Source: an optimization exercise on an open RTL-to-GDS flow (aim: small area). Production flows keep margins and buffers that such runs may drop.
Function was checked by simulation only, so behaviour that the tests miss may differ from the original.
No activity file was given, so power comes from the tool's default toggle rates.

==> job 7105 <==
==> flow/design.v <==
package core_pkg;
    localparam int XLEN       = 32;
    localparam int NUM_REGS   = 16;
    localparam int REG_AW     = 4;
    localparam int DMEM_WORDS = 16;
    localparam int DMEM_AW    = 4;
    localparam int COND_MSB     = 31;
    localparam int COND_LSB     = 28;
    localparam int TYPE_MSB     = 27;
    localparam int TYPE_LSB     = 26;
    localparam int IMM_FLAG_BIT = 25;
    localparam int OPC_MSB      = 24;
    localparam int OPC_LSB      = 21;
    localparam int LOAD_BIT     = 20;
    localparam int RN_LSB       = 16;
    localparam int RD_LSB       = 12;
    localparam int RM_LSB       = 0;
    localparam int IMM8_WIDTH   = 8;
    localparam int OFFSET_WIDTH = 24;    
    localparam logic [1:0] TYPE_DATA       = 2'b00;
    localparam logic [1:0] TYPE_LOAD_STORE = 2'b01;
    localparam logic [1:0] TYPE_BRANCH     = 2'b10;
    localparam logic [3:0] OPC_AND  = 4'b0000;
    localparam logic [3:0] OPC_ANDS = 4'b0001;
    localparam logic [3:0] OPC_SUB  = 4'b0010;
    localparam logic [3:0] OPC_SUBS = 4'b0011;
    localparam logic [3:0] OPC_ADD  = 4'b0100;
    localparam logic [3:0] OPC_LSL  = 4'b1101;
    localparam logic [1:0] STATUS_UPDATE = 2'b11;    
    localparam logic [3:0] COND_NE = 4'b0001;
    localparam logic [3:0] COND_LE = 4'b1101;    
    localparam logic [3:0] COND_AL = 4'b1110;
    typedef enum logic [1:0] {
        ALU_AND = 2'b00,
        ALU_ADD = 2'b01,
        ALU_SUB = 2'b10,
        ALU_LSL = 2'b11
    } alu_op_t;
endpackage
`timescale 1ns/1ps
import core_pkg::*;
module reg_file (
    input  logic              clk,
    input  logic              rst_n,
    input  logic              rd_en_a,      
    input  logic [REG_AW-1:0] rd_addr_a,
    input  logic [REG_AW-1:0] rd_addr_b,
    input  logic              wr_enable,
    input  logic [REG_AW-1:0] wr_addr,
    input  logic [XLEN-1:0]   wr_data,      
    output logic [XLEN-1:0]   rd_data_a,
    output logic [XLEN-1:0]   rd_data_b
);
    logic [XLEN-1:0] regs [NUM_REGS];
    for (genvar i = 0; i < NUM_REGS; i++) begin : g_row
        always_ff @(posedge clk) begin
            if (!rst_n || (wr_enable && wr_addr == REG_AW'(i)))
                regs[i] <= wr_data;
        end
    end
    always_comb begin
        rd_data_a = '0;
        rd_data_b = '0;
        for (int i = 0; i < NUM_REGS; i++) begin
            rd_data_a = rd_data_a | (regs[i] & {XLEN{rd_en_a && rd_addr_a == REG_AW'(i)}});
            rd_data_b = rd_data_b | (regs[i] & {XLEN{rd_addr_b == REG_AW'(i)}});
        end
    end
endmodule
`timescale 1ns/1ps
import core_pkg::*;
module memory_stage (
    input  logic               clk,
    input  logic               rst_n,
    input  logic               wr_enable,
    input  logic [DMEM_AW-1:0] wr_addr,
    input  logic [XLEN-1:0]    wr_data,     
    input  logic [DMEM_AW+1:0] rd_addr,     
    output logic [7:0]         rd_byte
);
    logic [XLEN-1:0] dmem [DMEM_WORDS];
    for (genvar i = 0; i < DMEM_WORDS; i++) begin : g_word
        always_ff @(posedge clk) begin
            if (!rst_n || (wr_enable && wr_addr == DMEM_AW'(i)))
                dmem[i] <= wr_data;
        end
    end
    always_comb begin
        rd_byte = '0;
        for (int i = 0; i < DMEM_WORDS; i++) begin
            for (int j = 0; j < 4; j++) begin
                rd_byte = rd_byte | (dmem[i][8*j +: 8] & {8{rd_addr == (DMEM_AW+2)'(4*i + j)}});
            end
        end
    end
endmodule
`timescale 1ns/1ps
import core_pkg::*;
module core_top (
    input  logic                    clk,
    input  logic                    rst_n,
    input  logic                    instr_valid,
    input  logic [XLEN-1:0]         instruction,
    output logic                    wb_valid,
    output logic [REG_AW-1:0]       wb_reg,
    output logic [XLEN-1:0]         wb_data,
    output logic                    branch_taken,
    output logic [OFFSET_WIDTH-1:0] branch_offset,
    output logic                    flag_n,
    output logic                    flag_z
);
    logic [1:0]        op_type;
    logic [3:0]        opcode;
    logic [3:0]        cond;
    logic [REG_AW-1:0] f_rn, f_rd, f_rm;
    logic [7:0]        f_imm;
    logic              live, is_dp, is_ls, is_br;
    logic              n_wr, n_ld, n_st, n_s;
    logic [1:0]        n_br;
    assign op_type = instruction[TYPE_MSB:TYPE_LSB];
    assign opcode  = instruction[OPC_MSB:OPC_LSB];
    assign cond    = instruction[COND_MSB:COND_LSB];
    assign f_rn    = instruction[RN_LSB +: REG_AW];
    assign f_rd    = instruction[RD_LSB +: REG_AW];
    assign f_rm    = instruction[RM_LSB +: REG_AW];
    assign f_imm   = instruction[IMM8_WIDTH-1:0];
    assign live    = instr_valid && (instruction != '0);
    assign is_dp   = op_type == TYPE_DATA;
    assign is_ls   = op_type == TYPE_LOAD_STORE;
    assign is_br   = op_type == TYPE_BRANCH;
    always_comb begin
        n_wr = live && (is_dp || (is_ls && instruction[LOAD_BIT]));
        n_ld = live && is_ls &&  instruction[LOAD_BIT];
        n_st = live && is_ls && !instruction[LOAD_BIT];
        n_s  = live && is_dp && (opcode == OPC_ANDS || opcode == OPC_SUBS);
        n_br = 2'b00;
        if (live && is_br) begin
            case (cond)
                COND_NE: n_br = 2'b01;
                COND_LE: n_br = 2'b10;
                COND_AL: n_br = 2'b11;
                default: n_br = 2'b00;
            endcase
        end
    end
    logic [XLEN-1:0]    port_a, port_b, op2;
    logic [DMEM_AW+1:0] ls_addr;    
    logic               n_st_f, use_imm, n_and, n_sub;
    logic              e_wr, e_st;
    logic [REG_AW-1:0] e_rd;        
    logic [XLEN-1:0]   e_data;      
    logic [XLEN-1:0]   e_wdata;
    assign e_wdata = e_data & {XLEN{rst_n}};
    assign n_st_f  = is_ls && !instruction[LOAD_BIT];
    reg_file reg_file_i (
        .clk       (clk),
        .rst_n     (rst_n),
        .rd_en_a   (!is_br),
        .rd_addr_a (n_st_f ? f_rd : f_rn),
        .rd_addr_b (n_st_f ? f_rn : f_rm),
        .wr_enable (e_wr),
        .wr_addr   (e_rd),
        .wr_data   (e_wdata),
        .rd_data_a (port_a),
        .rd_data_b (port_b)
    );
    assign ls_addr = (n_st_f ? port_b[DMEM_AW+1:0] : port_a[DMEM_AW+1:0]) + f_imm[DMEM_AW+1:0];
    assign use_imm = is_br || (is_dp && instruction[IMM_FLAG_BIT]);
    assign op2     = use_imm ? (is_br ? {{(XLEN-OFFSET_WIDTH){1'b0}}, instruction[OFFSET_WIDTH-1:0]}
                                      : {{(XLEN-IMM8_WIDTH){1'b0}}, f_imm})
                             : port_b;
    assign n_and   = is_dp && (opcode == OPC_AND || opcode == OPC_ANDS);
    assign n_sub   = is_dp && (opcode == OPC_SUB || opcode == OPC_SUBS);
    logic              i_wr, i_ld, i_st, i_s, i_lsl, i_cin;
    logic [1:0]        i_br;
    logic [REG_AW-1:0] i_rd;        
    logic [XLEN-1:0]   i_a;         
    logic [XLEN-1:0]   i_b;
    always_ff @(posedge clk) begin
        if (!rst_n) begin
            i_wr <= 1'b0;
            i_ld <= 1'b0;
            i_st <= 1'b0;
            i_s  <= 1'b0;
            i_br <= 2'b00;
        end else begin
            i_wr <= n_wr;
            i_ld <= n_ld;
            i_st <= n_st;
            i_s  <= n_s;
            i_br <= n_br;
        end
    end
    always_ff @(posedge clk) begin
        i_lsl <= is_dp && opcode == OPC_LSL;
        i_cin <= n_sub;
        i_rd  <= n_st_f ? ls_addr[DMEM_AW+1:2] : f_rd;
        if (n_and)
            i_a <= port_a & op2;
        else if (is_ls && instruction[LOAD_BIT])
            i_a <= {port_a[XLEN-1:DMEM_AW+2], ls_addr};
        else
            i_a <= port_a;
        if (n_and || n_st_f)
            i_b <= '0;
        else
            i_b <= op2 ^ {XLEN{n_sub}};
    end
    logic [XLEN-1:0] alu, sum;
    logic            cond_pass;
    logic [7:0]      ld_byte;
    assign sum = i_a + i_b + XLEN'(i_cin);
    assign alu = i_lsl ? (i_a << i_b[4:0]) : sum;
    always_comb begin
        case (i_br)
            2'b01:   cond_pass = !flag_z;
            2'b10:   cond_pass = flag_z || flag_n;
            2'b11:   cond_pass = 1'b1;
            default: cond_pass = 1'b0;
        endcase
    end
    memory_stage memory_stage_i (
        .clk       (clk),
        .rst_n     (rst_n),
        .wr_enable (e_st),
        .wr_addr   (e_rd),
        .wr_data   (e_wdata),
        .rd_addr   (i_a[DMEM_AW+1:0]),
        .rd_byte   (ld_byte)
    );
    always_ff @(posedge clk) begin
        if (!rst_n) begin
            e_wr         <= 1'b0;
            e_st         <= 1'b0;
            branch_taken <= 1'b0;
            flag_n       <= 1'b0;
            flag_z       <= 1'b0;
        end else begin
            e_wr         <= i_wr;
            e_st         <= i_st;
            branch_taken <= cond_pass;
            if (i_s) begin
                flag_n <= alu[XLEN-1];
                flag_z <= (alu == '0);
            end
        end
    end
    always_ff @(posedge clk) begin
        e_rd <= i_rd;
        e_data <= i_ld ? {{(XLEN-8){1'b0}}, ld_byte} : alu;
    end
    assign branch_offset = e_data[OFFSET_WIDTH-1:0];
    always_ff @(posedge clk) begin
        if (!rst_n) wb_valid <= 1'b0;
        else        wb_valid <= e_wr;
    end
    always_ff @(posedge clk) begin
        wb_reg  <= e_rd;
        wb_data <= e_data;
    end
endmodule
==> flow/flow/run.sh <==
#!/bin/bash
# Own layout flow: the standard ORFS flow with
#  - the standard synthesis script, except that ABC maps for area
#    (flow/abc_area.script) and adders use Yosys's default carry lookahead
#    instead of the Kogge-Stone map; flip-flops are mapped exactly as in the
#    standard synthesis (dfflibmap runs before ABC and ABC never sees them);
#  - smaller port buffers and a clock tree without dummy loads.
# Every tool's output goes to a log file in this folder (and ORFS's own logs
# under orfs/logs).
set -euo pipefail
W=$PWD
F=$W/flow

# Synthesis script: synth_recipe.tcl with ABC and synth wrapped.
{
  cat <<TCL
proc abc {args} {
  set i [lsearch -exact \$args -script]
  if {\$i >= 0} { set args [lreplace \$args [expr {\$i+1}] [expr {\$i+1}] $F/abc_area.script] }
  puts "own flow abc: \$args"
  yosys abc {*}\$args
}
proc synth {args} {
  set i [lsearch -glob \$args *lcu_kogge_stone.v]
  if {\$i > 0} { set args [lreplace \$args [expr {\$i-1}] \$i] }
  puts "own flow synth: \$args"
  yosys synth -nofsm -noshare {*}\$args
}
TCL
  tail -n +2 $W/synth_recipe.tcl
} > $W/own_synth.tcl

CTS="-sink_clustering_enable -repair_clock_nets -dont_use_dummy_load"
if [[ -f $F/cts_args ]]; then CTS=$(cat $F/cts_args); fi
EXTRA=()
if [[ -f $F/extra_vars ]]; then mapfile -t EXTRA < $F/extra_vars; fi

make -C "$FLOW_HOME" DESIGN_CONFIG=$W/config.mk WORK_HOME=$W/orfs CLKGATE_MAP_FILE= \
  SYNTH_SCRIPT=$W/own_synth.tcl \
  "BUFFER_PORTS_ARGS=-buffer_cell sky130_fd_sc_hd__buf_1" \
  "CTS_ARGS=$CTS" "${EXTRA[@]}" \
  finish > $W/make_finish.log 2>&1

R=$W/orfs/results/$FLOW_PLATFORM/core_top/base
: # left out here: write the final layout as DEF
==> flow/flow/abc_area.script <==
&get -n
&st
&dch
&nf -a
&st
&syn2
&dch
&nf -a
&st
&dch -f
&nf -a
&put
topo
dnsize -c
==> flow/flow/cts_args <==
-sink_clustering_enable -repair_clock_nets -dont_use_dummy_load -sink_clustering_size 26 -sink_clustering_max_diameter 100 -buf_list sky130_fd_sc_hd__clkbuf_16
==> flow/standard.sh <==
#!/bin/bash
# synth_recipe.tcl (not shown) runs the flow's synth.tcl, then flattens the netlist and writes it again
# the make line also repeats each setting of config.mk as NAME=value (left out here)
make -C /OpenROAD-flow-scripts/flow DESIGN_CONFIG=/design/flow/config.mk WORK_HOME=/design/flow/orfs CLKGATE_MAP_FILE= SYNTH_SCRIPT=/design/flow/synth_recipe.tcl "${@:-finish}"
==> flow/config.mk <==
export PLATFORM = sky130hd
export DESIGN_NAME = core_top
export DESIGN_NICKNAME = core_top
export VERILOG_FILES = /design/flow/design.v
export SDC_FILE = /design/flow/constraint.sdc
export NUM_CORES = 4
export LEC_CHECK = 0
export CAP_MARGIN = 20
export CORE_MARGIN = 2
export CORE_UTILIZATION = 30
export SLEW_MARGIN = 20
==> flow/constraint.sdc <==
create_clock -name core_clock -period 5.5 [get_ports {clk}]
set_input_delay 1.1000 -clock core_clock [delete_from_list [all_inputs] [get_ports {clk}]]
set_output_delay 1.1000 -clock core_clock [all_outputs]
set_load 0.01 [all_outputs]
==> job 5628 (differences from job 7105) <==
- CORE_UTILIZATION: 30 -> 40
==> job 8799 (differences from job 7105) <==
==> flow/run.sh (new file) <==
#!/bin/bash
# synth_recipe.tcl (not shown) runs the flow's synth.tcl, then flattens the netlist and writes it again
# the make line also repeats each setting of config.mk as NAME=value (left out here)
make -C /OpenROAD-flow-scripts/flow DESIGN_CONFIG=/design/flow/config.mk WORK_HOME=/design/flow/orfs CLKGATE_MAP_FILE= SYNTH_SCRIPT=/design/flow/synth_recipe.tcl finish
- CORE_UTILIZATION: 30 -> 40
removed: flow/flow/run.sh
removed: flow/flow/abc_area.script
removed: flow/flow/cts_args
removed: flow/standard.sh
==> qor summary <==
quantity	job 5628	job 7105	job 8799
Final clock-cell share	2.53%	2.49%	6.78%
Run status	no timing/DRC/antenna violations	no timing/DRC/antenna violations	no timing/DRC/antenna violations
Maximum vdd ir drop	0.294 mV	0.285 mV	0.303 mV
Total cell area at the placement stage	0.0511 mm2	0.0519 mm2	0.0553 mm2
Net count, final	3,498	3,521	3,978
Worst stage delay on the critical path	0.37 ns	0.37 ns	0.53 ns
Wire length of the first global-routing pass	258,000 um	263,000 um	294,000 um
Combinational power	0.00446 W	0.00462 W	0.00571 W
Area of the multi-input gates	0.0130 mm2	0.0130 mm2	0.0156 mm2
Post-layout minimum cycle time	5.20 ns	5.25 ns	4.76 ns
Distinct cell type count of the synthesized netlist	54	54	98
Maximum net fanout on the critical path	3	3	10
Startpoint of the lowest-slack register-to-register path	i_b[0]	i_b[0]	i_a[0]
Post-place setup slack	-0.250 ns	-0.161 ns	-0.0575 ns
Met2 routed WL	79,300 um	82,900 um	90,500 um
Worst-case reg-to-reg path depth	30	30	14
Adder and majority cell fraction of the synthesized area	1.73%	1.73%	1.02%
Die area	0.119 mm2	0.158 mm2	0.128 mm2
Crit-path most repeated cell	sky130_fd_sc_hd__a21o_1	sky130_fd_sc_hd__a21o_1	-
Worst Max-Slew Pin Slew	1.21 ns	1.22 ns	1.28 ns
Area growth from synthesis to layout	13.3%	15.1%	18.6%
CTS clk-pin slew, worst paths	0.10 ns	0.10 ns	0.07 ns
Die W	344 um	397 um	358 um

separate check: timing with driven ports:
In the flow no input, the clock included, has a driving cell. The finished layouts below were timed again as built, in two steps.
Step 1 (the two cells are an assumption about what drives the block):
set clk [get_ports {clk}]
set_driving_cell -lib_cell sky130_fd_sc_hd__clkbuf_16 $clk
set_driving_cell -lib_cell sky130_fd_sc_hd__buf_2 [delete_from_list [all_inputs] $clk]
Step 2 times the ports against the registers' clock, not the clock port: input delays grow and output delays shrink by t, the midpoint of the rising clock arrivals with the driver on.
Slacks: ideal / step 1 / step 2; pairs: ideal / step 1.
run	t, ns	slack for setup (ns)	worst register clock-pin slew, ns
job 7105	0.746	0.247 / 0.247 / -0.242	0.11 / 0.11
job 5628	0.754	0.300 / 0.300 / -0.038	0.11 / 0.11
job 8799	0.822	0.737 / 0.787 / -0.035	0.07 / 0.07
With both steps, setup timing fails in every run listed, where it was met with ideal ports. For job 8799, which loses most, drivers alone change the setup slack by +0.050 ns; drivers and shift together by -0.772 ns.
